This is an optimization exercise on Yosys and OpenROAD, whose aim is small area, not a production implementation. The RTL was checked by simulation tests, not by an equivalence proof against the original design. Power and IR drop assume default switching activity.

[design/flow/config.mk]
export PLATFORM = sky130hd
export DESIGN_NAME = ebi_periph_top
export DESIGN_NICKNAME = ebi_periph_top
export VERILOG_FILES = /design/flow/design.v
export SDC_FILE = /design/flow/constraint.sdc
export NUM_CORES = 4
export LEC_CHECK = 0
export CAP_MARGIN = 20
export CORE_MARGIN = 2
export CORE_UTILIZATION = 75
export SLEW_MARGIN = 20
[design/flow/constraint.sdc]
create_clock -name core_clock -period 5.0 [get_ports {clk}]
set_input_delay 1.0000 -clock core_clock [delete_from_list [all_inputs] [get_ports {clk}]]
set_output_delay 1.0000 -clock core_clock [all_outputs]
set_load 0.01 [all_outputs]
[design/flow/design.v]
package hub_pkg;
  localparam int DATA_W = 32;
  localparam int ADDR_W = 24;   
  localparam int BLK_W  = 4;    
  localparam int OFS_W  = 8;    
  localparam int DIV_W  = 16;   
  localparam int BLK_GPIO  = 0;
  localparam int BLK_UART0 = 1;  
  localparam logic [1:0] UART_CR  = 2'd0;
  localparam logic [1:0] UART_SR  = 2'd1;
  localparam logic [1:0] UART_TDR = 2'd2;
  localparam logic [1:0] UART_RDR = 2'd3;
  localparam logic GPIO_OUT = 1'b0;
  localparam logic GPIO_IN  = 1'b1;
  localparam int CR_DIV_MSB = DIV_W - 1;  
  localparam int CR_RX_IE   = 16;
  localparam int CR_TX_IE   = 17;
  localparam int SR_RX_READY = 0;
  localparam int SR_TX_BUSY  = 1;
  localparam int SR_OVERRUN  = 2;
  localparam int BLK_LSB = 8;
endpackage
import hub_pkg::*;
module ebi_slave (
  input  logic                        clk,
  input  logic                        rst_i,
  input  logic                        cs_n_i,
  input  logic                        oe_n_i,
  input  logic [3:0]                  we_n_i,
  input  logic                        rd_wr_i,
  input  logic [hub_pkg::ADDR_W-1:0]  ebi_addr_i,
  input  logic [hub_pkg::DATA_W-1:0]  ebi_data_i,
  output logic [hub_pkg::DATA_W-1:0]  ebi_data_o,
  output logic                        ebi_data_oe_o,
  output logic [2:1]                  early_bank_o,
  output logic                        early_start_o,
  output logic                        tg_gpio_o,     
  output logic                        tg_uart0_o,
  output logic                        tg_uart1_o,
  output logic [2:0]                  sub_o,         
  output logic [hub_pkg::DATA_W-1:0]  wr_data_o,
  output logic [3:0]                  byte_en_o,
  output logic                        wr_go_o,
  output logic                        rd_go_o,
  input  logic [hub_pkg::DATA_W-1:0]  rd_word_i      
);
  logic [6:0]        ctl_s1;     
  logic [11:0]       addr_s1;    
  logic [DATA_W-1:0] data_s1;
  logic              wr1, rd1, wr2, rd2, es, st, rd_go_d;
  logic [DATA_W-1:0] rd_cap;
  always_ff @(posedge clk) begin
    ctl_s1[6]   <= cs_n_i || rst_i;
    ctl_s1[5:0] <= {oe_n_i, rd_wr_i, we_n_i};
  end
  always_ff @(posedge clk) begin
    addr_s1 <= ebi_addr_i[11:0];
    data_s1 <= ebi_data_i;
  end
  assign wr1 = !ctl_s1[6] && !ctl_s1[4] && (ctl_s1[3:0] != 4'hf);
  assign rd1 = !ctl_s1[6] && !ctl_s1[5] && ctl_s1[4];
  assign es  = (wr1 || rd1) && !(wr2 || rd2);   
  always_ff @(posedge clk) begin
    wr2 <= wr1;
    rd2 <= rd1;
  end
  always_ff @(posedge clk) begin
    if (rst_i) begin
      st      <= 1'b0;
      wr_go_o <= 1'b0;
      rd_go_o <= 1'b0;
      rd_go_d <= 1'b0;
    end else begin
      st      <= es;
      wr_go_o <= st && wr2;
      rd_go_o <= st && rd2;
      rd_go_d <= rd_go_o;
    end
  end
  logic [2:0] tg_new;
  assign tg_new[0] = (addr_s1[11:8] == 4'd0) && !addr_s1[3] && (addr_s1[2:1] != 2'b11);
  assign tg_new[1] = (addr_s1[11:8] == 4'd1);
  assign tg_new[2] = (addr_s1[11:8] == 4'd2);
  always_ff @(posedge clk) begin
    {tg_uart1_o, tg_uart0_o, tg_gpio_o} <= ({3{es}} & tg_new) | ({3{st}} & {tg_uart1_o, tg_uart0_o, tg_gpio_o});
    sub_o     <= ({3{es}} & addr_s1[2:0]) | ({3{st}} & sub_o);
    wr_data_o <= ({DATA_W{es}} & data_s1) | ({DATA_W{st}} & wr_data_o);
    byte_en_o <= ({4{es}} & ~ctl_s1[3:0]) | ({4{st}} & byte_en_o);
  end
  assign early_bank_o  = addr_s1[2:1];
  assign early_start_o = es;
  always_ff @(posedge clk) rd_cap <= rd_word_i;
  logic dat_ld, dat_hd;
  assign dat_ld = rd_go_d && !rst_i;
  assign dat_hd = !rd_go_d && !rst_i;
  always_ff @(posedge clk) begin
    ebi_data_o <= ({DATA_W{dat_ld}} & rd_cap) | ({DATA_W{dat_hd}} & ebi_data_o);
  end
  always_ff @(posedge clk) begin
    if (rst_i)        ebi_data_oe_o <= 1'b0;
    else if (rd_go_d) ebi_data_oe_o <= 1'b1;
    else if (!rd2)    ebi_data_oe_o <= 1'b0;
  end
endmodule
import hub_pkg::*;
module uart_regs (
  input  logic                      clk,
  input  logic                      rst_i,
  input  logic [7:0]                rx_byte_i,
  input  logic                      rx_valid_i,
  input  logic                      tx_busy_i,
  input  logic                      tg_i,           
  input  logic [1:0]                sel_i,
  input  logic [hub_pkg::DATA_W-1:0] wr_data_i,
  input  logic [3:0]                 byte_en_i,
  input  logic                       wr_go_i,
  input  logic                       rd_go_i,
  output logic [hub_pkg::DATA_W-1:0] rd_word_o,    
  output logic                      tdr_wr_o,
  output logic [hub_pkg::DIV_W-1:0] divisor_o,
  output logic                      uart_int_o
);
  logic [CR_TX_IE:0] cr_q;   
  logic [7:0]        rdr_q;
  logic              rx_ready_q, overrun_q;
  logic              wr_en, rd_en, rdr_rd, sr_rd;
  assign wr_en    = wr_go_i && tg_i;
  assign rd_en    = rd_go_i && tg_i;
  assign tdr_wr_o = wr_en && (sel_i == UART_TDR);
  assign rdr_rd   = rd_en && (sel_i == UART_RDR);
  assign sr_rd    = rd_en && (sel_i == UART_SR);
  logic       cr_wr;
  logic [2:0] cr_ld, cr_hd;
  assign cr_wr = wr_en && sel_i == UART_CR;
  always_comb begin
    for (int l = 0; l < 3; l++) begin
      cr_ld[l] = !rst_i && cr_wr && byte_en_i[l];
      cr_hd[l] = !rst_i && !(cr_wr && byte_en_i[l]);
    end
  end
  always_ff @(posedge clk) begin
    cr_q[7:0]                 <= ({8{cr_ld[0]}} & wr_data_i[7:0]) | ({8{cr_hd[0]}} & cr_q[7:0]);
    cr_q[CR_DIV_MSB:8]        <= ({8{cr_ld[1]}} & wr_data_i[CR_DIV_MSB:8]) | ({8{cr_hd[1]}} & cr_q[CR_DIV_MSB:8]);
    cr_q[CR_TX_IE:CR_RX_IE]   <= ({2{cr_ld[2]}} & wr_data_i[CR_TX_IE:CR_RX_IE]) | ({2{cr_hd[2]}} & cr_q[CR_TX_IE:CR_RX_IE]);
  end
  logic rdr_ld, rdr_hd;
  assign rdr_ld = rx_valid_i && !rst_i;
  assign rdr_hd = !rx_valid_i && !rst_i;
  always_ff @(posedge clk) begin
    rdr_q <= ({8{rdr_ld}} & rx_byte_i) | ({8{rdr_hd}} & rdr_q);
  end
  always_ff @(posedge clk) begin
    if (rst_i) begin
      rx_ready_q <= 1'b0;
      overrun_q  <= 1'b0;
    end else begin
      if (rx_valid_i) begin
        rx_ready_q <= 1'b1;
      end else if (rdr_rd) begin
        rx_ready_q <= 1'b0;
      end
      if (rx_valid_i && rx_ready_q && !rdr_rd) overrun_q <= 1'b1;
      else if (sr_rd)                          overrun_q <= 1'b0;
    end
  end
  logic [2:0] rd_sel;
  assign rd_sel[0] = tg_i && sel_i == UART_CR;
  assign rd_sel[1] = tg_i && sel_i == UART_SR;
  assign rd_sel[2] = tg_i && sel_i == UART_RDR;
  always_comb begin
    rd_word_o = '0;
    rd_word_o[CR_TX_IE:0] = {(CR_TX_IE+1){rd_sel[0]}} & cr_q;
    rd_word_o[2:0] = rd_word_o[2:0] | ({3{rd_sel[1]}} & {overrun_q, tx_busy_i, rx_ready_q});
    rd_word_o[7:0] = rd_word_o[7:0] | ({8{rd_sel[2]}} & rdr_q);
  end
  assign divisor_o  = cr_q[CR_DIV_MSB:0];
  assign uart_int_o = (rx_ready_q && cr_q[CR_RX_IE]) || (!tx_busy_i && cr_q[CR_TX_IE]);
endmodule
import hub_pkg::*;
module uart_txrx (
  input  logic                      clk,
  input  logic                      rst_i,
  input  logic [hub_pkg::DIV_W-1:0] divisor_i,
  input  logic                      tx_start_i,    
  input  logic [7:0]                tx_byte_i,
  input  logic                      srx_i,
  output logic                      stx_o,
  output logic                      tx_busy_o,
  output logic                      rx_valid_o,
  output logic [7:0]                rx_byte_o
);
  localparam logic [3:0] TX_IDLE   = 4'd1;
  localparam logic [3:0] TX_PEND   = 4'd6;
  localparam logic [3:0] TX_START  = 4'd7;
  localparam logic [3:0] TX_STOP   = 4'd0;
  localparam logic [3:0] RX_VALID  = 4'd10;
  localparam logic [3:0] RX_IDLE_L = 4'd14;
  localparam logic [3:0] RX_IDLE_H = 4'd15;
  logic [DIV_W-1:0] tx_tmr, rx_tmr;
  logic [3:0]       tx_cnt, rx_st;
  logic [7:0]       tx_byte, rx_sh;
  logic [1:0]       rx_sync;
  logic             rx_prev, rx_busy;   
  logic [DIV_W:0]   tx_dz, rx_dz;
  logic [DIV_W-1:0] tx_dec, rx_dec;
  logic             tx_zero, rx_zero;
  always_comb begin
    tx_dz[0] = 1'b1;
    rx_dz[0] = 1'b1;
    for (int i = 0; i < DIV_W; i++) begin
      tx_dz[i+1] = tx_dz[i] & !tx_tmr[i];
      rx_dz[i+1] = rx_dz[i] & !rx_tmr[i];
    end
  end
  assign tx_zero = tx_dz[DIV_W];
  assign tx_dec  = tx_tmr ^ tx_dz[DIV_W-1:0];
  assign rx_zero = rx_dz[DIV_W];
  assign rx_dec  = rx_tmr ^ rx_dz[DIV_W-1:0];
  assign tx_busy_o = tx_cnt[3] || tx_cnt[2:0] == 3'd7 || tx_cnt[2:0] == 3'd0;
  always_ff @(posedge clk) begin
    if (rst_i)                    tx_cnt <= TX_IDLE;
    else if (!tx_busy_o) begin
      if (tx_cnt == TX_PEND)      tx_cnt <= TX_START;
      else if (tx_start_i)        tx_cnt <= TX_PEND;
    end else if (tx_zero)         tx_cnt <= tx_cnt + 4'd1;   
  end
  always_ff @(posedge clk) begin
    if (!tx_busy_o || tx_zero) tx_tmr <= divisor_i;
    else                       tx_tmr <= tx_dec;
  end
  logic tx_ld, tx_hd;
  assign tx_ld = tx_start_i && !tx_busy_o;
  assign tx_hd = tx_busy_o || tx_cnt == TX_PEND;
  always_ff @(posedge clk) begin
    tx_byte <= ({8{tx_ld}} & tx_byte_i) | ({8{tx_hd}} & tx_byte);
  end
  assign stx_o = tx_cnt[3] ? tx_byte[tx_cnt[2:0]] : (tx_cnt[2:0] != 3'd7);
  always_ff @(posedge clk) begin
    if (rst_i) rx_sync <= 2'b11;
    else       rx_sync <= {rx_sync[0], srx_i};
  end
  assign rx_prev = (rx_st != RX_IDLE_L);
  assign rx_busy    = (rx_st < 4'd10);
  assign rx_valid_o = (rx_st == RX_VALID);
  always_ff @(posedge clk) begin
    if (rst_i) begin
      rx_st <= RX_IDLE_H;
    end else if (!rx_busy) begin
      if (rx_sync[1])   rx_st <= RX_IDLE_H;
      else if (rx_prev) rx_st <= 4'd0;        
      else              rx_st <= RX_IDLE_L;
    end else if (rx_zero) begin
      if (rx_st == 4'd0)      rx_st <= rx_sync[1] ? RX_IDLE_H : 4'd1;         
      else if (rx_st == 4'd9) rx_st <= rx_sync[1] ? RX_VALID : RX_IDLE_L;     
      else                    rx_st <= rx_st + 4'd1;
    end
  end
  always_ff @(posedge clk) begin
    if (!rx_busy)            rx_tmr <= divisor_i >> 1;   
    else if (rx_zero)        rx_tmr <= divisor_i;
    else                     rx_tmr <= rx_dec;
  end
  logic rx_shift, rx_hd;
  assign rx_shift = rx_busy && rx_zero && rx_st != 4'd0 && rx_st != 4'd9;
  assign rx_hd    = rx_busy && !rx_shift;
  always_ff @(posedge clk) begin
    rx_sh <= ({8{rx_shift}} & {rx_sync[1], rx_sh[7:1]}) | ({8{rx_hd}} & rx_sh);
  end
  assign rx_byte_o = rx_sh;
endmodule
import hub_pkg::*;
module gpio_bank #(
  parameter int NUM_GPIO = 3
) (
  input  logic                                clk,
  input  logic                                rst_i,
  input  logic [NUM_GPIO*hub_pkg::DATA_W-1:0] input_pad_i,
  input  logic [2:1]                          early_bank_i,
  input  logic                                early_start_i,
  input  logic                                tg_i,           
  input  logic [2:0]                          sub_i,          
  input  logic [hub_pkg::DATA_W-1:0]          wr_data_i,
  input  logic [3:0]                          byte_en_i,
  input  logic                                wr_go_i,
  output logic [hub_pkg::DATA_W-1:0]          rd_word_o,
  output logic [NUM_GPIO*hub_pkg::DATA_W-1:0] output_pad_o
);
  logic [DATA_W-1:0] in_cap;
  logic [2:0] cap_sel;
  assign cap_sel[0] = early_start_i && early_bank_i == 2'd0;
  assign cap_sel[1] = early_start_i && early_bank_i == 2'd1;
  assign cap_sel[2] = early_start_i && early_bank_i[2];
  always_ff @(posedge clk) begin
    in_cap <= ({DATA_W{cap_sel[0]}}     & input_pad_i[0 +: DATA_W])
            | ({DATA_W{cap_sel[1]}}     & input_pad_i[DATA_W +: DATA_W])
            | ({DATA_W{cap_sel[2]}}     & input_pad_i[2*DATA_W +: DATA_W])
            | ({DATA_W{!early_start_i}} & in_cap);
  end
  logic                  wr_out;
  logic [NUM_GPIO*4-1:0] lane_ld, lane_hd;
  assign wr_out = wr_go_i && tg_i && sub_i[0] == GPIO_OUT;
  always_comb begin
    for (int b = 0; b < NUM_GPIO; b++) begin
      for (int l = 0; l < 4; l++) begin
        lane_ld[4*b+l] = !rst_i && wr_out && sub_i[2:1] == 2'(b) && byte_en_i[l];
        lane_hd[4*b+l] = !rst_i && !(wr_out && sub_i[2:1] == 2'(b) && byte_en_i[l]);
      end
    end
  end
  always_ff @(posedge clk) begin
    for (int b = 0; b < NUM_GPIO; b++) begin
      for (int l = 0; l < 4; l++) begin
        output_pad_o[b*DATA_W + 8*l +: 8] <= ({8{lane_ld[4*b+l]}} & wr_data_i[8*l +: 8])
                                           | ({8{lane_hd[4*b+l]}} & output_pad_o[b*DATA_W + 8*l +: 8]);
      end
    end
  end
  logic [3:0] rd_sel;
  assign rd_sel[0] = tg_i && sub_i[0] == GPIO_IN;
  assign rd_sel[1] = tg_i && sub_i[0] == GPIO_OUT && sub_i[2:1] == 2'd0;
  assign rd_sel[2] = tg_i && sub_i[0] == GPIO_OUT && sub_i[2:1] == 2'd1;
  assign rd_sel[3] = tg_i && sub_i[0] == GPIO_OUT && sub_i[2:1] == 2'd2;
  assign rd_word_o = ({DATA_W{rd_sel[0]}} & in_cap)
                   | ({DATA_W{rd_sel[1]}} & output_pad_o[0 +: DATA_W])
                   | ({DATA_W{rd_sel[2]}} & output_pad_o[DATA_W +: DATA_W])
                   | ({DATA_W{rd_sel[3]}} & output_pad_o[2*DATA_W +: DATA_W]);
endmodule
import hub_pkg::*;
module ebi_periph_top #(
  parameter int NUM_UART = 2,
  parameter int NUM_GPIO = 3
) (
  input  logic                                clk,
  input  logic                                rst_i,
  input  logic                                cs_n_i,
  input  logic                                oe_n_i,
  input  logic [3:0]                          we_n_i,
  input  logic                                rd_wr_i,
  input  logic [hub_pkg::ADDR_W-1:0]          ebi_addr_i,
  input  logic [hub_pkg::DATA_W-1:0]          ebi_data_i,
  input  logic [NUM_UART-1:0]                 srx_i,
  input  logic [NUM_GPIO*hub_pkg::DATA_W-1:0] input_pad_i,    
  output logic [hub_pkg::DATA_W-1:0]          ebi_data_o,
  output logic                                ebi_data_oe_o,
  output logic [NUM_UART-1:0]                 stx_o,
  output logic [NUM_UART-1:0]                 uart_int_o,
  output logic [NUM_GPIO*hub_pkg::DATA_W-1:0] output_pad_o    
);
  logic [2:1]        early_bank;
  logic              early_start;
  logic              tg_gpio;
  logic [1:0]        tg_uart;
  logic [2:0]        sub;
  logic [DATA_W-1:0] wr_data;
  logic [3:0]        byte_en;
  logic              wr_go, rd_go;
  logic [DATA_W-1:0] gpio_word, rd_word;
  logic [DATA_W-1:0] uart_word [NUM_UART];
  ebi_slave ebi_slave_i (
    .clk(clk),
    .rst_i(rst_i),
    .cs_n_i(cs_n_i),
    .oe_n_i(oe_n_i),
    .we_n_i(we_n_i),
    .rd_wr_i(rd_wr_i),
    .ebi_addr_i(ebi_addr_i),
    .ebi_data_i(ebi_data_i),
    .ebi_data_o(ebi_data_o),
    .ebi_data_oe_o(ebi_data_oe_o),
    .early_bank_o(early_bank),
    .early_start_o(early_start),
    .tg_gpio_o(tg_gpio),
    .tg_uart0_o(tg_uart[0]),
    .tg_uart1_o(tg_uart[1]),
    .sub_o(sub),
    .wr_data_o(wr_data),
    .byte_en_o(byte_en),
    .wr_go_o(wr_go),
    .rd_go_o(rd_go),
    .rd_word_i(rd_word)
  );
  gpio_bank #(
    .NUM_GPIO(NUM_GPIO)
  ) gpio_bank_i (
    .clk(clk),
    .rst_i(rst_i),
    .input_pad_i(input_pad_i),
    .early_bank_i(early_bank),
    .early_start_i(early_start),
    .tg_i(tg_gpio),
    .sub_i(sub),
    .wr_data_i(wr_data),
    .byte_en_i(byte_en),
    .wr_go_i(wr_go),
    .rd_word_o(gpio_word),
    .output_pad_o(output_pad_o)
  );
  for (genvar g = 0; g < NUM_UART; g++) begin : g_uart
    logic             tdr_wr, tx_busy, rx_valid;
    logic [7:0]       rx_byte;
    logic [DIV_W-1:0] divisor;
    uart_regs uart_regs_i (
      .clk(clk),
      .rst_i(rst_i),
      .rx_byte_i(rx_byte),
      .rx_valid_i(rx_valid),
      .tx_busy_i(tx_busy),
      .tg_i(tg_uart[g]),
      .sel_i(sub[1:0]),
      .wr_data_i(wr_data),
      .byte_en_i(byte_en),
      .wr_go_i(wr_go),
      .rd_go_i(rd_go),
      .rd_word_o(uart_word[g]),
      .tdr_wr_o(tdr_wr),
      .divisor_o(divisor),
      .uart_int_o(uart_int_o[g])
    );
    uart_txrx uart_txrx_i (
      .clk(clk),
      .rst_i(rst_i),
      .divisor_i(divisor),
      .tx_start_i(tdr_wr),
      .tx_byte_i(wr_data[7:0]),
      .srx_i(srx_i[g]),
      .stx_o(stx_o[g]),
      .tx_busy_o(tx_busy),
      .rx_valid_o(rx_valid),
      .rx_byte_o(rx_byte)
    );
  end
  assign rd_word = gpio_word | uart_word[0] | uart_word[1];
endmodule
[design/flow/flow/run.sh]
#!/bin/bash
# The standard layout (standard.sh, the standard flow's own synthesis script
# synth_recipe.tcl and its flip-flop mapping included) with these changes:
# - abc maps the logic with an area-oriented script (flow/area.abc) instead of
#   ORFS's delay-oriented one, and the adders are left to abc rather than
#   mapped to half/full adder cells beforehand (ADDER_MAP_FILE empty);
# - the port buffers are the smallest buffer cell (buf_1);
# - the clock tree uses clkbuf_8 buffers, without dummy loads.
# Each tool's output is in orfs/logs/; make's own output is in standard.log.
set -euo pipefail
here=$(pwd)
{
  echo 'proc abc {args} {'
  echo '  set i [lsearch -exact $args -script]'
  echo "  if {\$i >= 0} { set args [lreplace \$args \$i [expr {\$i + 1}] -script $here/flow/area.abc] }"
  echo "  puts \"abc: script $here/flow/area.abc\""
  echo '  yosys abc {*}$args'
  echo '}'
  cat "$here/synth_recipe.tcl"
} > "$here/area_synth.tcl"
export BUFFER_PORTS_ARGS="-buffer_cell sky130_fd_sc_hd__buf_1"
export CTS_ARGS="-sink_clustering_enable -repair_clock_nets -dont_use_dummy_load -buf_list sky130_fd_sc_hd__clkbuf_8 -sink_clustering_size 18 -sink_clustering_max_diameter 42"
bash standard.sh SYNTH_SCRIPT="$here/area_synth.tcl" ADDER_MAP_FILE= finish > standard.log 2>&1
[design/flow/flow/area.abc]
&get -n
&st
&dch
&nf -R 1000 -p
&st
&dch
&nf -R 1000 -p
&st
&dch
&nf -R 1000 -p
&put
[design/flow/standard.sh]
#!/bin/bash
# synth_recipe.tcl (not shown) runs the flow's synth.tcl, then flattens the netlist and writes it again
# the make line also repeats each setting of config.mk as NAME=value (left out here)
make -C /OpenROAD-flow-scripts/flow DESIGN_CONFIG=/design/flow/config.mk WORK_HOME=/design/flow/orfs CLKGATE_MAP_FILE= SYNTH_SCRIPT=/design/flow/synth_recipe.tcl "${@:-finish}"
==> results.sh, run 1 <==
export IMPL_cts_tree="built"
export IMPL_die_area_sq_mm=0.0220
export IMPL_fillCellCount=1099
export IMPL_synth_edf_count=0
export IMPL_clkPwrFrac_pct=27.3
export IMPL_synth_cell_types=40
export IMPL_startpoint_type="flip-flop"
export IMPL_switching_power_uw=1870
export IMPL_relSlewSlack_pct=24.9
export IMPL_hold_slack_ps=407
export IMPL_syn_inst=1419
export IMPL_p_total_uw=6780
export IMPL_cap_violations=0
export IMPL_cts_buffers_inserted=40
export IMPL_cts_root_buf="clkbuf_8"
export IMPL_syn_area_per_cell_sq_um=11.0
export IMPL_ioPinCount=296
export IMPL_async_flop_share_pct=0
export IMPL_h_tree_depth=2
export IMPL_finClkSkew_ps=68.4
export IMPL_clk_latency_ps=580
export IMPL_dr_total_vias=14300
export IMPL_final_nets=1921
export IMPL_slew_viol_final=0
export IMPL_routabilityCongestion=0.911
export IMPL_area_growth_pct=13.7
export IMPL_drive_gt1_share_pct=4.27
export IMPL_status="finished clean"
export IMPL_final_cell_mix="dfxtp_1, buf_1, a22o_1"
export IMPL_ys_flop_type="dfxtp_1"
export IMPL_drt_iter0_markers=2012
export IMPL_setup_viol=0
export IMPL_mostFrequentLayoutCell="dfxtp_1"
export IMPL_cts_sinks=460
export IMPL_path_max_fanout=18
export IMPL_first_pass_iters=11
export IMPL_vdd_drop_max_uv=351
export IMPL_grt_pass1_wl_mm=74.1
export IMPL_tns_ps=0
export IMPL_powerDensity_mw_per_mm2=382
export IMPL_finalCriticalPeriod_ps=4260
export IMPL_hp_class="reg -> reg"
export IMPL_wire_per_inst_um=23.8
export IMPL_syn_area_sq_mm=0.0156
export IMPL_clockBufferDepth=3
export IMPL_synth_largest_area_cell="dfxtp_1"
export IMPL_intPower_uw=4910
export IMPL_endpoint_kind="flip-flop"
export IMPL_die_y_um=148
export IMPL_grt_max_degree=45
export IMPL_finalHoldViolCount=0
export IMPL_grt_use_total_pct=42.5
export IMPL_ys_warn_count=6
export IMPL_initial_utilization_pct=76.9
export IMPL_rsz0062_at_grt="false"
export IMPL_wl_mm=48.3
export IMPL_fmax_mhz=235
export IMPL_pwr_share_comb_pct=13.0
export IMPL_syn_nets=1582
export IMPL_post_route_period_util_pct=85.2
export IMPL_postCtsResizedCells=0
export IMPL_swShare_pct=27.5
export IMPL_die_w_um=148
export IMPL_power_frac_seq_pct=59.8
export IMPL_antenna_found_initial=1
export IMPL_netlist_top_cells_area="dfxtp_1, a22o_1, a222oi_1"
export IMPL_post_cts_buffers=0
export IMPL_cts_clk_slew_worst_paths_ps=110
export IMPL_dp_hpwl_mm=32.7
export IMPL_p_leak_uw=0.00687
export IMPL_rows=52
export IMPL_arrival_ps=4680
export IMPL_route_detailed_drc=0
export IMPL_drt_antenna_violating_nets=0
export IMPL_ys_seq_elements=460
export IMPL_detail_route_vias_per_cell=7.04
export IMPL_tightest_slew_ps=1120
export IMPL_port_buffers=279
export IMPL_crit_required_ps=5420
export IMPL_grt_pass1_vias=14100
export IMPL_path_class="reg -> reg"
export IMPL_grt_overflow_total=0
export IMPL_hold_buffers=0
export IMPL_core_sq_mm=0.0203
export IMPL_synth_top_area_share_pct=59.0
export IMPL_synth_seq_area_share_pct=59.0
==> power by group through the flow <==
| stage | registers, uW | clock network [uW] | logic, uW |
|---|---|---|---|
| after floorplan | 4050 | 0 | 624 |
| after global placement | 4110 | 0 | 802 |
| after detailed placement | 4120 | 0 | 849 |
| after CTS | 4040 | 1830 | 860 |
| after global routing | 4060 | 1970 | 977 |
| final | 4050 | 1850 | 878 |
==> synthesized netlist by cell type, types with 5 or more instances <==
cell	number
nor3_1	18
xor2_1	18
a21oi_1	24
or2_0	5
xnor2_1	22
clkinv_1	11
nor4_1	9
a222oi_1	81
a221oi_1	7
nand2_1	182
o21ai_0	66
nand2b_1	14
o21a_1	16
a22oi_1	26
dfxtp_1	460
o22ai_1	6
nand3_1	40
nor4bb_1	5
nor2b_1	5
and2_0	7
o31ai_1	6
nor2_1	63
a22o_1	252
and3_1	6
a221o_1	8
a31oi_1	23
a21o_1	5
or4_1	6
==> final timing paths <==
check	from	endpoint	slack, ps	cells after the start
worst max-delay path	g_uart[1].uart_txrx_i.rx_tmr[2]$_DFF_P_	g_uart[1].uart_txrx_i.rx_st[3]$_SDFFE_PP1P_	740	11
worst min-delay path	ebi_slave_i.rd_cap[0]$_DFF_P_	ebi_slave_i.ebi_data_o[0]$_DFF_P_	410	1
worst max register to register	g_uart[1].uart_txrx_i.rx_tmr[2]$_DFF_P_	g_uart[1].uart_txrx_i.rx_st[3]$_SDFFE_PP1P_	740	11
worst min register to register	ebi_slave_i.rd_cap[0]$_DFF_P_	ebi_slave_i.ebi_data_o[0]$_DFF_P_	410	1
==> kinds of logic after synthesis <==
| family | after synthesis | share of synthesized area (%) |
|---|---|---|
| compound gates | 529 | 27.4 |
| flops | 460 | 59.0 |
| simple gates | 375 | 10.9 |
| xor+xnor | 40 | 2.24 |
| buf+inv | 15 | 0.457 |
==> state kept, by name, summed over array words and instances, names as in the netlist, 7 cells and up <==
signal	cells
ebi_slave_i.ctl_s1	7
gpio_bank_i.in_cap	32
g_uart.uart_regs_i.cr_q	36
ebi_slave_i.wr_data_o	32
g_uart.uart_txrx_i.rx_st	8
g_uart.uart_txrx_i.tx_cnt	8
ebi_slave_i.rd_cap	32
g_uart.uart_txrx_i.rx_tmr	32
g_uart.uart_txrx_i.tx_tmr	32
gpio_bank_i.output_pad_o	96
g_uart.uart_regs_i.rdr_q	16
g_uart.uart_txrx_i.tx_byte	16
ebi_slave_i.data_s1	32
ebi_slave_i.addr_s1	8
ebi_slave_i.ebi_data_o	32
g_uart.uart_txrx_i.rx_sh	16
==> per-stage QoR <==
step / setup WS, ps / area (sq um) / util [%] / std cells
CTS: 811 / 17700 / 87.4 / 2026
floorplan: 188 / 15600 / - / 1419
global placement: 1140 / 17200 / 84.6 / 1986
global route: 410 / 17700 / 87.4 / 2027
detailed placement: 900 / 17200 / 84.6 / 1986
finish: 739 / 17700 / 87.4 / 2028
==> routing by layer <==
metal	wire length [um]	track usage [%]	part of all wire, %
met4	2700	23.9	5.6
met1	17300	53.8	36
met2	22500	68.0	47
met3	5690	9.23	12
met5	0	0	0
==> worst max-delay path: stages, from the launching register on <==
cell      delay (ps)
dfxtp_1          340
or4_1            620
nor4_1           460
nand2b_1         230
or4_1            530
nor3_1           380
nand2b_1         210
or3_1            400
nand2_1          450
nand3_1          220
o22ai_1          200
nand2_1           70
==> cell type report <==
cell class              instances  area (sq um)  share of cell area, %
diodes                          2          5.00                 0.0282
clock buffers                  40           551                   3.10
inverters                      11          41.3                  0.233
multi-input cells             944          6380                   36.0
flip-flops and latches        460          9210                   51.9
well taps                     270           338                   1.90
repair buffers                301          1210                   6.84
==> run 2, diff against run 1 <==
--- a/design/flow/config.mk
+++ b/design/flow/config.mk
@@ -9,3 +9,3 @@
 export CORE_MARGIN = 2
-export CORE_UTILIZATION = 75
+export CORE_UTILIZATION = 82
 export SLEW_MARGIN = 20
==> run 2 against run 1 <==
Net effect:
- the run now fails in global routing
- area after synthesis unchanged
- synthesized cell count did not move
==> results.sh, run 2 <==
export IMPL_ys_seq_elements=460
export IMPL_grt_overflow_total=2
export IMPL_post_cts_buffers=0
export IMPL_rows=50
export IMPL_async_flop_share_pct=0
export IMPL_status="aborted with a tool error"
export IMPL_yosysMostFrequentCell="dfxtp_1"
export IMPL_haltStage="global routing"
export IMPL_syn_area_per_cell_sq_um=11.0
export IMPL_syn_area_sq_mm=0.0156
export IMPL_dp_hpwl_mm=35.7
export IMPL_synth_seq_area_share_pct=59.0
export IMPL_placed_cell_area_sq_mm=0.0172
export IMPL_port_buffers=279
export IMPL_routabilityCongestion=0.920
export IMPL_synth_edf_count=0
export IMPL_cts_sinks=460
export IMPL_cts_buffers_inserted=37
export IMPL_grt_pass1_wl_mm=90.0
export IMPL_ioPinCount=296
export IMPL_hold_buffers=0
export IMPL_clockBufferDepth=3
export IMPL_h_tree_depth=2
export IMPL_firstError="[ERROR GRT-0116] Global routing finished with congestion. Check the congestion regions in the DRC Viewer."
export IMPL_synth_cell_types=40
export IMPL_grt_max_degree=45
export IMPL_syn_inst=1419
export IMPL_die_y_um=142
export IMPL_initial_utilization_pct=83.4
export IMPL_grt_pass1_vias=16500
export IMPL_synth_top_area_share_pct=59.0
export IMPL_netlist_top_cells_area="dfxtp_1, a22o_1, a222oi_1"
export IMPL_ys_flop_type="dfxtp_1"
export IMPL_grt_use_total_pct=59.0
export IMPL_synthTopCellsByCount="dfxtp_1, a22o_1, nand2_1, a222oi_1, o21ai_0"
export IMPL_ys_warn_count=6
export IMPL_synth_largest_area_cell="dfxtp_1"
export IMPL_cts_root_buf="clkbuf_8"
export IMPL_syn_nets=1582
export IMPL_postCtsResizedCells=0
export IMPL_die_w_um=142
## run 2: cell counts after synthesis
Identical to the previous run, type by type.
## run 2: per-stage QoR
step	setup slack [ps]	std cells
after detailed placement	864	1952
after floorplan	188	1419
after CTS	770	1989
after global placement	1140	1952
## run 2: kinds of logic after synthesis
family	count (synthesis)	share of synthesized area, %
simple gates	375	10.9
buf+inv	15	0.457
compound gates	529	27.4
flops	460	59.0
xor+xnor	40	2.24
## run 2: how the worst max path moves through the flow
| stage | depth (start not counted) | slack (ps) | endpoint |
|---|---|---|---|
| floorplan | 10 | 190 | g_uart[0].uart_txrx_i.rx_sh[0]$_DFF_P_ |
| global placement | 11 | 1140 | g_uart[1].uart_txrx_i.rx_st[1]$_SDFFE_PP1P_ |
| detailed placement | 11 | 860 | g_uart[1].uart_txrx_i.rx_st[3]$_SDFFE_PP1P_ |
| CTS | 11 | 770 | g_uart[0].uart_txrx_i.rx_st[3]$_SDFFE_PP1P_ |
## run 2: power by group through the flow
stage	Clock (uW)	Combinational, uW	Sequential, uW
3_5_place_dp	0	874	4120
2_1_floorplan	0	624	4050
4_1_cts	1760	916	4040
3_3_place_gp	0	798	4100
## run 2: metal layers
metal | overflow | track usage (%)
met1 | 1 | 64.7
met2 | 0 | 84.7
met3 | 0 | 27.4
met4 | 1 | 54.3
met5 | 0 | 0.501
==> run 3, diff against run 2 <==
==> design/flow/flow/area.abc (replaced) <==
&get -n
&st
&dch
&nf -R 1000 -p
&st
&dch
&nf -R 1000 -p
&st
&dch
&nf -R 1000 -p
&put
topo
stime -c
upsize -c
dnsize -c
--- a/design/flow/config.mk
+++ b/design/flow/config.mk
@@ -9,3 +9,3 @@
 export CORE_MARGIN = 2
-export CORE_UTILIZATION = 82
+export CORE_UTILIZATION = 65
 export SLEW_MARGIN = 20
==> run 3 against run 2 <==
Net effect:
- now clean on timing, DRC and antenna
- synthesized cell count stayed put
- area after synthesis is 1.2% higher
==> results.sh, run 3 <==
export IMPL_status="finished clean"
export IMPL_synth_seq_area_share_pct=58.3
export IMPL_r2r_end="g_uart[1].uart_txrx_i.rx_sh[0]$_DFF_P_"
export IMPL_synth_top_area_share_pct=58.3
export IMPL_synth_top_family_by_area="compound AO/OA/AOI/OAI gates"
export IMPL_startpoint_type="flip-flop"
export IMPL_min_path_cells=1
export IMPL_final_nets=1917
export IMPL_min_to="ebi_slave_i.rd2$_DFF_P_"
export IMPL_setup_viol=0
export IMPL_dp_hpwl_mm=31.1
export IMPL_hold_buffers=0
export IMPL_multiInputGateArea_sq_mm=0.00654
export IMPL_die_area_sq_mm=0.0256
export IMPL_clockBufferDepth=3
export IMPL_wire_per_inst_um=21.6
export IMPL_syn_inst=1419
export IMPL_drt_iter0_markers=1644
export IMPL_cp_num_buf_inv=0
export IMPL_slowest_delay_ps=560
export IMPL_synth_cell_types=51
export IMPL_wl_mm=44.8
export IMPL_grt_max_degree=45
export IMPL_postCtsResizedCells=0
export IMPL_cts_clk_slew_worst_paths_ps=100
export IMPL_final_cell_mix="dfxtp_1, buf_1, a22o_1"
export IMPL_clk_latency_ps=580
export IMPL_synth_edf_count=0
export IMPL_path_max_fanout=9
export IMPL_finalHoldViolCount=0
export IMPL_post_route_period_util_pct=74.8
export IMPL_intPower_uw=4960
export IMPL_mostFrequentLayoutCell="dfxtp_1"
export IMPL_ioPinCount=296
export IMPL_clkPwrFrac_pct=27.1
export IMPL_powerDensity_mw_per_mm2=379
export IMPL_area_growth_pct=13.6
export IMPL_first_pass_iters=7
export IMPL_p_leak_uw=0.00689
export IMPL_synthAdderAreaFrac_pct=0
export IMPL_finClkSkew_ps=64.9
export IMPL_crit_required_ps=5440
export IMPL_regMostFlops="gpio_bank_i.output_pad_o"
export IMPL_hp_start="ebi_slave_i.ctl_s1[5]$_DFF_P_"
export IMPL_grt_pass1_wl_mm=68.8
export IMPL_synthXorXnorAreaFrac_pct=2.22
export IMPL_port_buffers=279
export IMPL_critPathTopFamily="simple AND/OR/NAND/NOR gates"
export IMPL_cap_violations=0
export IMPL_pwr_share_comb_pct=13.5
export IMPL_ys_flop_type="dfxtp_1"
export IMPL_ff2ff_setup_slack_ps=1260
export IMPL_syn_area_sq_mm=0.0158
export IMPL_synth_largest_area_cell="dfxtp_1"
export IMPL_synthMuxAreaShare_pct=0
export IMPL_dr_total_vias=13400
export IMPL_r2r_start="g_uart[1].uart_txrx_i.rx_tmr[0]$_DFF_P_"
export IMPL_rsz0062_at_grt="false"
export IMPL_post_cts_buffers=0
export IMPL_grt_overflow_total=0
export IMPL_routabilityCongestion=0.901
export IMPL_cts_sinks=460
export IMPL_ys_warn_count=6
export IMPL_h_tree_depth=2
export IMPL_antenna_found_initial=0
export IMPL_endpoint_kind="flip-flop"
export IMPL_initial_utilization_pct=65.5
export IMPL_regArea_sq_mm=0.00921
export IMPL_die_w_um=160
export IMPL_yosys_area_share_simple_pct=11.8
export IMPL_die_y_um=160
export IMPL_route_detailed_drc=0
export IMPL_async_flop_share_pct=0
export IMPL_finalCriticalPeriod_ps=3740
export IMPL_final_cell_area_sq_mm=0.0179
export IMPL_vdd_drop_max_uv=283
export IMPL_cts_tree="built"
export IMPL_crit_slowest_cell="nor4_4"
export IMPL_cts_root_buf="clkbuf_8"
export IMPL_placed_cell_area_sq_mm=0.0174
export IMPL_ff2ff_path_depth=10
export IMPL_path_class="reg -> reg"
export IMPL_tightest_slew_ps=1100
export IMPL_yosysMostFrequentCell="dfxtp_1"
export IMPL_relSlewSlack_pct=26.5
export IMPL_grt_use_total_pct=33.9
export IMPL_switching_power_uw=1850
export IMPL_fmax_mhz=267
export IMPL_hp_class="reg -> reg"
export IMPL_grt_pass1_vias=12400
export IMPL_power_frac_seq_pct=59.4
export IMPL_detail_route_vias_per_cell=6.44
export IMPL_p_total_uw=6810
export IMPL_tns_ps=0
export IMPL_core_sq_mm=0.0241
export IMPL_largest_reg_flops=96
export IMPL_crit_chain="or4_4, nor4_4, nand2b_1, or4_1, nor3_2, nand2b_1, or3_1, nor4_4, nor2_2, a22o_1"
export IMPL_netlist_top_cells_area="dfxtp_1, a22o_1, a222oi_1"
export IMPL_fillCellCount=1806
export IMPL_synth_compound_area_share_pct=27.2
export IMPL_cts_buffers_inserted=41
export IMPL_reg_top3="gpio_bank_i.output_pad_o x96, g_uart.uart_regs_i.cr_q x36"
export IMPL_ys_seq_elements=460
export IMPL_syn_nets=1582
export IMPL_swShare_pct=27.2
export IMPL_syn_area_per_cell_sq_um=11.1
export IMPL_drt_antenna_violating_nets=0
export IMPL_drive_gt1_share_pct=5.37
export IMPL_slew_viol_final=0
export IMPL_synthTopCellsByCount="dfxtp_1, a22o_1, nand2_1, a222oi_1, o21ai_0"
export IMPL_rows=57
export IMPL_arrival_ps=4180
## run 3: cell count changes after synthesis, sizes merged
cell / before / now
and4bb: 0 / 1
nor4bb: 5 / 4
## run 3: logic make-up (layout without fill, tap and decap cells)
family                 count (synthesis)  in the layout
XOR/XNOR                              40             40
flip-flops                           460            460
AND/OR/NAND/NOR                      375            375
other                                  0              1
buffers and inverters                 15            348
AO/OA/AOI/OAI                        529            529
## run 3: power groups by stage
stage	Sequential, uW	Combinational (uW)	Clock (uW)
3_3_place_gp	4120	873	0
5_1_grt	4070	1010	2010
4_1_cts	4040	913	1870
3_5_place_dp	4120	908	0
2_1_floorplan	4060	693	0
6_report	4050	918	1840
## run 3: area by class of cell
type | instances | area share [%]
Inverter | 11 | 0.230
Timing Repair Buffer | 296 | 6.55
Sequential cell | 460 | 51.3
Clock buffer | 41 | 3.14
Tap cell | 324 | 2.26
Multi-Input combinational cell | 944 | 36.5
Antenna cell | 1 | 0.0139
## run 3: worst max path at each step
stage | cells after the start | start | slack (ps) | to
after floorplan | 10 | g_uart[0].uart_txrx_i.rx_tmr[0]$_DFF_P_ | 1700 | g_uart[0].uart_txrx_i.rx_sh[0]$_DFF_P_
after global placement | 11 | g_uart[1].uart_txrx_i.rx_tmr[2]$_DFF_P_ | 1410 | g_uart[1].uart_txrx_i.rx_st[1]$_SDFFE_PP1P_
after detailed placement | 10 | g_uart[1].uart_txrx_i.rx_tmr[2]$_DFF_P_ | 1320 | g_uart[1].uart_txrx_i.rx_sh[5]$_DFF_P_
after CTS | 10 | g_uart[1].uart_txrx_i.rx_tmr[2]$_DFF_P_ | 1270 | g_uart[1].uart_txrx_i.rx_sh[0]$_DFF_P_
after global routing | 10 | g_uart[1].uart_txrx_i.rx_tmr[2]$_DFF_P_ | 1040 | g_uart[1].uart_txrx_i.rx_sh[0]$_DFF_P_
final | 10 | g_uart[1].uart_txrx_i.rx_tmr[0]$_DFF_P_ | 1260 | g_uart[1].uart_txrx_i.rx_sh[0]$_DFF_P_
## run 3: metal layers
layer	track usage (%)	vias to the layer above	routed length, um
met5	0	-	0
met3	5.82	116	3630
met2	54.3	678	20600
met1	45.9	6346	18800
met4	14.1	0	1820
li1	-	6238	-
## run 3: per-stage QoR
step	hold slack, ps	setup slack, ps	std cells	utilization [%]
final	403	1260	2077	74.4
after global routing	435	1040	2076	74.4
after CTS	405	1270	2076	74.4
after detailed placement	391	1320	2035	72.1
after global placement	396	1410	2035	72.1
after floorplan	383	1700	1419	-
## run 3: worst register-to-register path, cell delays in order (launching register included)
cell and delay, ps:
dfxtp_1 360, or4_4 550, nor4_4 200, nand2b_1 170, or4_1 530, nor3_2 250
nand2b_1 160, or3_1 430, nor4_4 560, nor2_2 180, a22o_1 240
==> run 4, diff against run 3 <==
==> design/flow/flow/area.abc (replaced) <==
&get -n
&st
&dch
&nf -R 1000 -p
&st
&dch
&nf -R 1000 -p
&st
&dch
&nf -R 1000 -p
&put
==> run 4 against run 3 <==
Net effect:
- cell area down 0.81%
- first-iteration DRC count down 2.3%
- maximum frequency down 8.0%
- synthesized cell count unchanged
- critical path depth up 2
==> results.sh, run 4 <==
export IMPL_syn_area_sq_mm=0.0156
export IMPL_dr_total_vias=13500
export IMPL_async_flop_share_pct=0
export IMPL_layout_cells_non_filler=2074
export IMPL_path_class="reg -> reg"
export IMPL_clockBufferDepth=3
export IMPL_route_detailed_drc=0
export IMPL_wl_mm=45.2
export IMPL_regArea_sq_mm=0.00921
export IMPL_rows=56
export IMPL_ys_flop_type="dfxtp_1"
export IMPL_largest_reg_flops=96
export IMPL_hold_slack_ps=385
export IMPL_powerDensity_mw_per_mm2=379
export IMPL_grt_overflow_total=0
export IMPL_finalHoldViolCount=0
export IMPL_cts_clk_slew_worst_paths_ps=90
export IMPL_h_tree_depth=2
export IMPL_status="finished clean"
export IMPL_tns_ps=0
export IMPL_startpoint_type="flip-flop"
export IMPL_path_max_fanout=17
export IMPL_syn_inst=1419
export IMPL_first_pass_iters=8
export IMPL_netlist_top_cells_area="dfxtp_1, a22o_1, a222oi_1"
export IMPL_multiInputGateArea_sq_mm=0.00639
export IMPL_die_w_um=159
export IMPL_ys_seq_elements=460
export IMPL_die_y_um=159
export IMPL_regMostFlops="gpio_bank_i.output_pad_o"
export IMPL_cts_root_buf="clkbuf_8"
export IMPL_synth_top_area_share_pct=59.0
export IMPL_synthTopCellsByCount="dfxtp_1, a22o_1, nand2_1, a222oi_1, o21ai_0"
export IMPL_drt_iter0_markers=1606
export IMPL_vdd_drop_max_uv=296
export IMPL_final_cell_mix="dfxtp_1, buf_1, a22o_1"
export IMPL_endpoint_kind="flip-flop"
export IMPL_synth_cell_types=40
export IMPL_grt_max_degree=57
export IMPL_clk_latency_ps=580
export IMPL_syn_nets=1582
export IMPL_dp_hpwl_mm=31.2
export IMPL_grt_pass1_vias=12800
export IMPL_tightest_slew_ps=1130
export IMPL_cts_tree="built"
export IMPL_ys_warn_count=6
export IMPL_wire_per_inst_um=21.8
export IMPL_port_buffers=279
export IMPL_crit_chain="or4_1, nor4_1, nand2b_1, or4_1, nor3_1, nand2b_1, nor4_2, buf_4, nor3b_1, buf_4, nor2_1, a22o_1"
export IMPL_post_route_period_util_pct=81.2
export IMPL_setup_slack_ps=938
export IMPL_final_core_util_pct=75.6
export IMPL_drt_antenna_violating_nets=0
export IMPL_grt_pass1_wl_mm=69.7
export IMPL_ioPinCount=296
export IMPL_fmax_mhz=246
export IMPL_area_growth_pct=14.1
export IMPL_die_area_sq_mm=0.0253
export IMPL_cts_sinks=460
export IMPL_core_sq_mm=0.0235
export IMPL_hp_class="reg -> reg"
export IMPL_synth_edf_count=0
export IMPL_slowest_delay_ps=640
export IMPL_cts_buffers_inserted=41
export IMPL_postCtsResizedCells=0
export IMPL_finClkSkew_ps=52.5
export IMPL_routabilityCongestion=0.908
export IMPL_slew_viol_final=0
export IMPL_cap_violations=0
export IMPL_synth_seq_area_share_pct=59.0
export IMPL_drive_gt1_share_pct=4.16
export IMPL_detail_route_vias_per_cell=6.52
export IMPL_final_nets=1919
export IMPL_mostFrequentLayoutCell="dfxtp_1"
export IMPL_yosysMostFrequentCell="dfxtp_1"
export IMPL_p_leak_uw=0.00687
export IMPL_crit_slowest_cell="or4_1"
export IMPL_reg_top3="gpio_bank_i.output_pad_o x96, g_uart.uart_regs_i.cr_q x36"
export IMPL_hold_buffers=0
export IMPL_arrival_ps=4520
export IMPL_finalCriticalPeriod_ps=4060
export IMPL_relSlewSlack_pct=24.2
export IMPL_syn_area_per_cell_sq_um=11.0
export IMPL_setup_viol=0
export IMPL_placed_cells=2032
export IMPL_rsz0062_at_grt="false"
export IMPL_antenna_found_initial=1
export IMPL_place_ws_ps=1050
export IMPL_initial_utilization_pct=66.3
export IMPL_post_cts_buffers=0
export IMPL_crit_required_ps=5450
export IMPL_synth_largest_area_cell="dfxtp_1"
export IMPL_fillCellCount=1762
export IMPL_grt_use_total_pct=34.4
[run 4: cell types whose count changed in the layout (fill, tap and decap cells not counted), moves of 3 or more]
cell    previous run  this run
nor4_1             3         8
nor4_4             4         0
nor2_1            57        60
nor3_4             3         0
or4_4              3         0
or4_1              3         6
nor3_1            10        16
nor2_2             5         1
nor3_2             5         2
[run 4: report_power, final]
group	total [uW]	internal [uW]	switching, uW
clock network	1850	734	1110
logic	862	346	515
registers	4040	3850	189
total	6740	4930	1820
[run 4: area by class of cell]
type / count / share of cell area [%]
clock buffer: 41 / 3.17
timing repair buffer: 298 / 6.69
multi-input combinational: 944 / 35.9
sequential: 460 / 51.7
tap: 319 / 2.24
antenna: 1 / 0.0141
inverter: 11 / 0.232
[run 4: final timing paths]
kind,startpoint,to,slack (ps),cells after the start
max,g_uart[0].uart_txrx_i.rx_tmr[0]$_DFF_P_,g_uart[0].uart_txrx_i.rx_sh[6]$_DFF_P_,940,12
min,g_uart[0].uart_txrx_i.rx_sync[0]$_SDFF_PP1_,g_uart[0].uart_txrx_i.rx_sync[1]$_SDFF_PP1_,390,1
max reg2reg,g_uart[0].uart_txrx_i.rx_tmr[0]$_DFF_P_,g_uart[0].uart_txrx_i.rx_sh[6]$_DFF_P_,940,12
min reg2reg,g_uart[0].uart_txrx_i.rx_sync[0]$_SDFF_PP1_,g_uart[0].uart_txrx_i.rx_sync[1]$_SDFF_PP1_,390,1
[run 4: logic make-up after synthesis]
family	after synthesis	share of synthesized area (%)
AO/OA/AOI/OAI	529	27.4
XOR/XNOR	40	2.24
AND/OR/NAND/NOR	375	10.9
buffers and inverters	15	0.457
flip-flops	460	59.0
[run 4: per-stage QoR]
step / total power, uW / instance area [sq um]
finish: 6740 / 17800
global route: 7010 / 17800
CTS: 6740 / 17800
detailed placement: 4960 / 17200
global placement: 4920 / 17200
floorplan: 4670 / 15600
[run 4: routing by layer]
layer / vias up / share of wire, % / GRT usage [%]
met4: 0 / 4.0 / 14.8
met5: - / 0 / 0
met1: 6421 / 41 / 45.1
met3: 129 / 8.9 / 6.25
met2: 721 / 46 / 56.3
li1: 6249 / - / -
[run 4: critical path, delay by kind of cell, from the launching register on]
kind,cells,cell delay [ps]
simple gates,9,2880
buf+inv,2,460
flops,1,350
compound gates,1,250
==> run 5, diff against run 4 <==
--- a/design/flow/design.v
+++ b/design/flow/design.v
@@ -36,2 +36,3 @@
   output logic                        early_start_o,
+  output logic                        start_o,       
   output logic                        tg_gpio_o,     
@@ -91,2 +92,3 @@
   assign early_start_o = es;
+  assign start_o       = st;
   always_ff @(posedge clk) rd_cap <= rd_word_i;
@@ -279,2 +281,3 @@
   input  logic                                early_start_i,
+  input  logic                                start_i,        
   input  logic                                tg_i,           
@@ -287,4 +290,4 @@
 );
-  logic [DATA_W-1:0] in_cap;
-  logic [2:0] cap_sel;
+  logic [2:0] cap_sel, out_sel;
+  logic       in_hold;
   assign cap_sel[0] = early_start_i && early_bank_i == 2'd0;
@@ -292,7 +295,14 @@
   assign cap_sel[2] = early_start_i && early_bank_i[2];
-  always_ff @(posedge clk) begin
-    in_cap <= ({DATA_W{cap_sel[0]}}     & input_pad_i[0 +: DATA_W])
-            | ({DATA_W{cap_sel[1]}}     & input_pad_i[DATA_W +: DATA_W])
-            | ({DATA_W{cap_sel[2]}}     & input_pad_i[2*DATA_W +: DATA_W])
-            | ({DATA_W{!early_start_i}} & in_cap);
+  assign out_sel[0] = start_i && tg_i && sub_i[0] == GPIO_OUT && sub_i[2:1] == 2'd0;
+  assign out_sel[1] = start_i && tg_i && sub_i[0] == GPIO_OUT && sub_i[2:1] == 2'd1;
+  assign out_sel[2] = start_i && tg_i && sub_i[0] == GPIO_OUT && sub_i[2:1] == 2'd2;
+  assign in_hold    = start_i && tg_i && sub_i[0] == GPIO_IN;
+  always_ff @(posedge clk) begin
+    rd_word_o <= ({DATA_W{cap_sel[0]}} & input_pad_i[0 +: DATA_W])
+               | ({DATA_W{cap_sel[1]}} & input_pad_i[DATA_W +: DATA_W])
+               | ({DATA_W{cap_sel[2]}} & input_pad_i[2*DATA_W +: DATA_W])
+               | ({DATA_W{out_sel[0]}} & output_pad_o[0 +: DATA_W])
+               | ({DATA_W{out_sel[1]}} & output_pad_o[DATA_W +: DATA_W])
+               | ({DATA_W{out_sel[2]}} & output_pad_o[2*DATA_W +: DATA_W])
+               | ({DATA_W{in_hold}}    & rd_word_o);
   end
@@ -317,11 +327,2 @@
   end
-  logic [3:0] rd_sel;
-  assign rd_sel[0] = tg_i && sub_i[0] == GPIO_IN;
-  assign rd_sel[1] = tg_i && sub_i[0] == GPIO_OUT && sub_i[2:1] == 2'd0;
-  assign rd_sel[2] = tg_i && sub_i[0] == GPIO_OUT && sub_i[2:1] == 2'd1;
-  assign rd_sel[3] = tg_i && sub_i[0] == GPIO_OUT && sub_i[2:1] == 2'd2;
-  assign rd_word_o = ({DATA_W{rd_sel[0]}} & in_cap)
-                   | ({DATA_W{rd_sel[1]}} & output_pad_o[0 +: DATA_W])
-                   | ({DATA_W{rd_sel[2]}} & output_pad_o[DATA_W +: DATA_W])
-                   | ({DATA_W{rd_sel[3]}} & output_pad_o[2*DATA_W +: DATA_W]);
 endmodule
@@ -349,3 +350,3 @@
   logic [2:1]        early_bank;
-  logic              early_start;
+  logic              early_start, start;
   logic              tg_gpio;
@@ -371,2 +372,3 @@
     .early_start_o(early_start),
+    .start_o(start),
     .tg_gpio_o(tg_gpio),
@@ -389,2 +391,3 @@
     .early_start_i(early_start),
+    .start_i(start),
     .tg_i(tg_gpio),
--- a/design/flow/config.mk
+++ b/design/flow/config.mk
@@ -10,2 +10,3 @@
 export CORE_UTILIZATION = 65
+export GPL_TIMING_DRIVEN = 0
 export SLEW_MARGIN = 20
==> run 5 against run 4 <==
Net effect:
- synthesized cell count fell by 1.3%
- sequential power is 2% lower
- routed wire length shrank 5.1%
- clock power about the same
- register-to-register slack got worse by 380 ps
- combinational power rose by 4.2%
- global-route usage is 1.3 points lower
- clock skew shrank 9.7 ps
- count of clock-buffer cells in the layout unchanged
- power fell by 0.38%
- first-iteration DRC count decreased by 6.4%
- highest routed layer unchanged
==> results.sh, run 5 <==
export IMPL_cts_clk_slew_worst_paths_ps=90
export IMPL_pwr_share_comb_pct=13.4
export IMPL_grtUsageMet2_pct=54.3
export IMPL_status="finished clean"
export IMPL_r2r_start="g_uart[0].uart_txrx_i.rx_tmr[0]$_DFF_P_"
export IMPL_cts_sinks=460
export IMPL_ys_seq_elements=460
export IMPL_syn_area_sq_mm=0.0156
export IMPL_synth_edf_count=0
export IMPL_met3_usage_pct=5.04
export IMPL_relSlewSlack_pct=38.0
export IMPL_crit_chain="or4_1, nor4_1, nand2b_1, or4_1, nor3_1, nand2b_1, nor4_2, nor3b_2, nor2_1, a22o_1"
export IMPL_slowest_delay_ps=630
export IMPL_setup_viol=0
export IMPL_ioPinCount=296
export IMPL_dr_total_vias=13300
export IMPL_synth_seq_area_share_pct=59.2
export IMPL_initial_utilization_pct=66.3
export IMPL_synthMuxAreaShare_pct=0
export IMPL_route_detailed_drc=0
export IMPL_fmax_mhz=225
export IMPL_synthXorXnorAreaFrac_pct=2.20
export IMPL_endpoint_kind="flip-flop"
export IMPL_p_leak_uw=0.00697
export IMPL_detail_route_vias_per_cell=6.41
export IMPL_top_usage_layer="met2"
export IMPL_first_pass_iters=7
export IMPL_path_class="reg -> reg"
export IMPL_finClkSkew_ps=42.9
export IMPL_slew_viol_final=0
export IMPL_vdd_drop_max_uv=271
export IMPL_crit_slowest_cell="or4_1"
export IMPL_die_area_sq_mm=0.0252
export IMPL_grt_use_total_pct=33.0
export IMPL_startpoint_type="flip-flop"
export IMPL_finalHoldViolCount=0
export IMPL_hp_class="reg -> reg"
export IMPL_syn_nets=1563
export IMPL_wl_mm=42.9
export IMPL_rsz0062_at_grt="false"
export IMPL_ys_flop_type="dfxtp_1"
export IMPL_cts_tree="built"
export IMPL_netlist_top_cells_area="dfxtp_1, a22o_1, a221o_1"
export IMPL_hold_buffers=0
export IMPL_drt_iter0_markers=1503
export IMPL_finalCriticalPeriod_ps=4440
export IMPL_mostFrequentLayoutCell="dfxtp_1"
export IMPL_hp_start="gpio_bank_i.rd_word_o[27]$_DFF_P_"
export IMPL_wire_per_inst_um=20.7
export IMPL_swShare_pct=27.1
export IMPL_h_tree_depth=2
export IMPL_cts_root_buf="clkbuf_8"
export IMPL_power_frac_seq_pct=59.1
export IMPL_yosys_area_share_simple_pct=10.3
export IMPL_die_w_um=159
export IMPL_post_route_period_util_pct=88.8
export IMPL_synth_compound_area_share_pct=27.9
export IMPL_synth_top_family_by_area="compound AO/OA/AOI/OAI gates"
export IMPL_synthAdderAreaFrac_pct=0
export IMPL_yosysMostFrequentCell="dfxtp_1"
export IMPL_port_buffers=279
export IMPL_cap_violations=0
export IMPL_core_sq_mm=0.0235
export IMPL_drive_gt1_share_pct=5.49
export IMPL_async_flop_share_pct=0
export IMPL_cts_buffers_inserted=41
export IMPL_tightest_slew_ps=926
export IMPL_reg_top3="gpio_bank_i.output_pad_o x96, g_uart.uart_regs_i.cr_q x36"
export IMPL_area_growth_pct=15.7
export IMPL_arrival_ps=4890
export IMPL_powerDensity_mw_per_mm2=373
export IMPL_crit_required_ps=5450
export IMPL_grt_max_degree=35
export IMPL_ys_warn_count=6
export IMPL_r2r_end="g_uart[0].uart_txrx_i.rx_sh[0]$_DFF_P_"
export IMPL_use_met1_pct=43.8
export IMPL_final_nets=1914
export IMPL_placed_cell_area_sq_mm=0.0174
export IMPL_final_cell_area_sq_mm=0.0180
export IMPL_die_y_um=159
export IMPL_grt_overflow_total=0
export IMPL_drt_antenna_violating_nets=0
export IMPL_grt_pass1_vias=12700
export IMPL_synth_top_area_share_pct=59.2
export IMPL_clockBufferDepth=3
export IMPL_synth_cell_types=36
export IMPL_synth_largest_area_cell="dfxtp_1"
export IMPL_fillCellCount=1657
export IMPL_min_to="ebi_slave_i.rd_cap[27]$_DFF_P_"
export IMPL_tns_ps=0
export IMPL_intPower_uw=4900
export IMPL_antenna_found_initial=2
export IMPL_grt_pass1_wl_mm=67.3
export IMPL_ff2ff_setup_slack_ps=560
export IMPL_syn_inst=1400
export IMPL_regMostFlops="gpio_bank_i.output_pad_o"
export IMPL_dp_hpwl_mm=30.5
export IMPL_ff2ff_path_depth=10
export IMPL_min_path_cells=0
export IMPL_synthTopCellsByCount="dfxtp_1, a22o_1, nand2_1, o21ai_0, a22oi_1"
export IMPL_clkPwrFrac_pct=27.6
export IMPL_clk_latency_ps=580
export IMPL_final_cell_mix="dfxtp_1, buf_1, a22o_1"
export IMPL_path_max_fanout=9
export IMPL_switching_power_uw=1820
export IMPL_syn_area_per_cell_sq_um=11.1
export IMPL_rows=56
export IMPL_largest_reg_flops=96
export IMPL_routabilityCongestion=0.857
run 5: cell count changes after synthesis, sizes merged, moves of 10 or more:
cell,previous run,this run
nand2,182,120
a222oi,81,33
a221o,8,45
a22oi,26,55
a21oi,24,46
and3,6,20
nand3,40,51
nor2,63,53
run 5: power by group through the flow:
stage | registers [uW] | logic (uW) | clock network (uW)
after floorplan | 4000 | 644 | 0
after global placement | 4040 | 816 | 0
after detailed placement | 4050 | 867 | 0
after CTS | 3960 | 878 | 1860
after global routing | 3990 | 1010 | 2000
final | 3970 | 898 | 1850
run 5: repair_timing:
| item | in CTS | in global routing |
|---|---|---|
| setup buffers | 0 | 0 |
| resized for setup | 1 | 3 |
| setup endpoints to repair | 8 | 16 |
run 5: cell type report:
type	count	area [sq um]	area share (%)
clock buffer	41	564	3.13
buffer	4	30.0	0.167
antenna	2	5.00	0.0278
inverter	11	41.3	0.229
multi-input combinational	925	6400	35.6
timing repair buffer	308	1350	7.50
tap	319	399	2.22
sequential	460	9210	51.2
run 5: layer usage:
layer  wire length (um)  share of wire [%]
met5                  0                  0
met4               1570                3.7
met3               3540                8.3
met2              19800                 46
met1              17900                 42
run 5: kinds of logic after synthesis:
group           count (synthesis)
buf+inv                        15
xor+xnor                       39
flops                         460
compound gates                551
simple gates                  335
run 5: worst max path at each step:
stage,start,endpoint,slack [ps],depth (start not counted)
floorplan,g_uart[0].uart_txrx_i.rx_tmr[0]$_DFF_P_,g_uart[0].uart_txrx_i.rx_sh[0]$_DFF_P_,180,10
global placement,ebi_slave_i.st$_SDFF_PP0_,gpio_bank_i.rd_word_o[10]$_DFF_P_,-2700,5
detailed placement,g_uart[1].uart_txrx_i.rx_tmr[2]$_DFF_P_,g_uart[1].uart_txrx_i.rx_sh[1]$_DFF_P_,-250,11
CTS,g_uart[1].uart_txrx_i.rx_tmr[2]$_DFF_P_,g_uart[1].uart_txrx_i.rx_sh[6]$_DFF_P_,210,11
global route,g_uart[0].uart_txrx_i.rx_tmr[0]$_DFF_P_,g_uart[0].uart_txrx_i.rx_sh[3]$_DFF_P_,100,10
finish,g_uart[0].uart_txrx_i.rx_tmr[0]$_DFF_P_,g_uart[0].uart_txrx_i.rx_sh[0]$_DFF_P_,560,10
run 5: per-stage QoR:
step	total power, uW	util, %	instances	hold slack, ps	setup WS, ps
after floorplan	4650	-	1400	330	185
after global placement	4850	72.4	1998	339	-2700
after detailed placement	4910	74.2	2027	340	-245
after CTS	6700	76.6	2068	326	214
after global routing	7000	76.7	2070	329	101
final	6720	76.7	2070	326	559
run 5: worst max-delay path: cells and delay by family, from the launching register on:
kind               cells  cell delay, ps
DFF                    1             360
and+or+nand+nor        9            3690
AOI/OAI and AO/OA      1             260
==> run 6, diff against run 5 <==
--- a/design/flow/config.mk
+++ b/design/flow/config.mk
@@ -10,2 +10,3 @@
 export CORE_UTILIZATION = 65
+export GPL_ROUTABILITY_DRIVEN = 0
 export GPL_TIMING_DRIVEN = 0
==> run 6 against run 5 <==
Net effect:
- clock power about the same
- utilization unchanged
- combinational power about the same
- first-iteration DRC count unchanged
- die area unchanged
==> results.sh, run 6 <==
export IMPL_status="finished clean"
export IMPL_path_max_fanout=9
export IMPL_synth_seq_area_share_pct=59.2
export IMPL_cts_buffers_inserted=41
export IMPL_placed_cells=2027
export IMPL_syn_area_per_cell_sq_um=11.1
export IMPL_cts_sinks=460
export IMPL_yosysMostFrequentCell="dfxtp_1"
export IMPL_core_sq_mm=0.0235
export IMPL_final_nets=1914
export IMPL_crit_required_ps=5450
export IMPL_detail_route_vias_per_cell=6.41
export IMPL_cts_tree="built"
export IMPL_drt_iter0_markers=1503
export IMPL_tightest_slew_ps=926
export IMPL_fmax_mhz=225
export IMPL_slew_viol_final=0
export IMPL_vdd_drop_max_uv=271
export IMPL_synth_largest_area_cell="dfxtp_1"
export IMPL_powerDensity_mw_per_mm2=373
export IMPL_multiInputGateArea_sq_mm=0.00640
export IMPL_area_growth_pct=15.7
export IMPL_mostFrequentLayoutCell="dfxtp_1"
export IMPL_finClkSkew_ps=42.9
export IMPL_hp_class="reg -> reg"
export IMPL_rsz0062_at_grt="false"
export IMPL_synth_cell_types=36
export IMPL_grt_overflow_total=0
export IMPL_grt_use_total_pct=33.0
export IMPL_port_buffers=279
export IMPL_wl_met3_mm=3.54
export IMPL_regMostFlops="gpio_bank_i.output_pad_o"
export IMPL_setup_slack_ps=559
export IMPL_reg_top3="gpio_bank_i.output_pad_o x96, g_uart.uart_regs_i.cr_q x36"
export IMPL_wire_per_inst_um=20.7
export IMPL_wl_met2_mm=19.8
export IMPL_dr_total_vias=13300
export IMPL_cts_clk_slew_worst_paths_ps=90
export IMPL_die_y_um=159
export IMPL_ys_seq_elements=460
export IMPL_relSlewSlack_pct=38.0
export IMPL_dp_hpwl_mm=30.5
export IMPL_wl_mm=42.9
export IMPL_hold_buffers=0
export IMPL_synth_top_area_share_pct=59.2
export IMPL_antenna_found_initial=2
export IMPL_setup_viol=0
export IMPL_finalCriticalPeriod_ps=4440
export IMPL_cts_root_buf="clkbuf_8"
export IMPL_fillCellCount=1657
export IMPL_grt_pass1_wl_mm=67.3
export IMPL_syn_nets=1563
export IMPL_ys_warn_count=6
export IMPL_finalHoldViolCount=0
export IMPL_arrival_ps=4890
export IMPL_die_w_um=159
export IMPL_p_leak_uw=0.00697
export IMPL_endpoint_kind="flip-flop"
export IMPL_initial_utilization_pct=66.3
export IMPL_clockBufferDepth=3
export IMPL_post_route_period_util_pct=88.8
export IMPL_final_cell_mix="dfxtp_1, buf_1, a22o_1"
export IMPL_syn_area_sq_mm=0.0156
export IMPL_grt_max_degree=35
export IMPL_syn_inst=1400
export IMPL_synthTopCellsByCount="dfxtp_1, a22o_1, nand2_1, o21ai_0, a22oi_1"
export IMPL_ioPinCount=296
export IMPL_wl_met1_mm=17.9
export IMPL_h_tree_depth=2
export IMPL_largest_reg_flops=96
export IMPL_route_detailed_drc=0
export IMPL_clk_latency_ps=580
export IMPL_die_area_sq_mm=0.0252
export IMPL_async_flop_share_pct=0
export IMPL_startpoint_type="flip-flop"
export IMPL_path_class="reg -> reg"
export IMPL_ys_flop_type="dfxtp_1"
export IMPL_layout_cells_non_filler=2070
export IMPL_synth_edf_count=0
export IMPL_netlist_top_cells_area="dfxtp_1, a22o_1, a221o_1"
export IMPL_first_pass_iters=7
export IMPL_drive_gt1_share_pct=5.49
export IMPL_grt_pass1_vias=12700
export IMPL_rows=56
export IMPL_cap_violations=0
export IMPL_place_ws_ps=-245
export IMPL_top_layer="met4"
export IMPL_drt_antenna_violating_nets=0
export IMPL_regArea_sq_mm=0.00921
## run 6: cell counts in the layout (fill, tap and decap cells not counted)
No cell type changed its count.
## run 6: metal layers
layer | vias to the layer above | track usage (%)
li1 | 6177 | -
met1 | 6348 | 43.8
met2 | 640 | 54.3
met3 | 98 | 5.04
met4 | 0 | 13.5
met5 | - | 0
## run 6: what timing repair did
action | CTS | global route
buffers inserted | 0 | 0
endpoints found under the setup margin | 8 | 16
gates resized for setup | 1 | 3
pin swaps | 0 | 0
## run 6: cell families after synthesis
kind of cell | share of synthesized area [%]
AOI/OAI and AO/OA | 27.9
xor gates and xnor gates | 2.20
buffers and inverters | 0.458
DFF | 59.2
and+or+nand+nor | 10.3
## run 6: through the flow
step / power (uW) / hold WS (ps) / setup TNS [ps] / utilization [%] / area (sq um)
floorplan: 4650 / 330 / 0 / - / 15600
global placement: 4850 / 339 / -95220 / 72.4 / 17000
detailed placement: 4910 / 340 / -1920 / 74.2 / 17400
CTS: 6700 / 326 / 0 / 76.6 / 18000
global route: 7000 / 329 / 0 / 76.7 / 18000
finish: 6720 / 326 / 0 / 76.7 / 18000
## run 6: cell type report
cell class | count | share of cell area (%)
sequential | 460 | 51.2
multi-input combinational | 925 | 35.6
timing repair buffer | 308 | 7.50
clock buffer | 41 | 3.13
tap | 319 | 2.22
inverter | 11 | 0.229
buffer | 4 | 0.167
antenna | 2 | 0.0278
## run 6: worst paths after layout
| path | startpoint | slack [ps] | depth (start not counted) | to |
|---|---|---|---|---|
| worst max-delay path | g_uart[0].uart_txrx_i.rx_tmr[0]$_DFF_P_ | 560 | 10 | g_uart[0].uart_txrx_i.rx_sh[0]$_DFF_P_ |
| worst min-delay path | gpio_bank_i.rd_word_o[27]$_DFF_P_ | 330 | 0 | ebi_slave_i.rd_cap[27]$_DFF_P_ |
| worst max register to register | g_uart[0].uart_txrx_i.rx_tmr[0]$_DFF_P_ | 560 | 10 | g_uart[0].uart_txrx_i.rx_sh[0]$_DFF_P_ |
| worst min register to register | gpio_bank_i.rd_word_o[27]$_DFF_P_ | 330 | 0 | ebi_slave_i.rd_cap[27]$_DFF_P_ |
## run 6: critical path, cell delays in order, from the launching register on
cell	delay [ps]
dfxtp_1	360
or4_1	630
nor4_1	380
nand2b_1	180
or4_1	510
nor3_1	380
nand2b_1	190
nor4_2	580
nor3b_2	580
nor2_1	260
a22o_1	260
## run 6: report_power, final
group | leakage [uW] | switching [uW] | internal, uW
sequential | 0.00374 | 155 | 3810
clock | 0.000295 | 1120 | 734
combinational | 0.00294 | 548 | 349

Setup slack of run 6, layout unchanged: 0.559 ns with ideal ports, 0.559 ns with driving cells assumed (clock clkbuf_16, inputs buf_2), 0.559 ns with port delays also shifted by the 0.597 ns mid clock arrival.
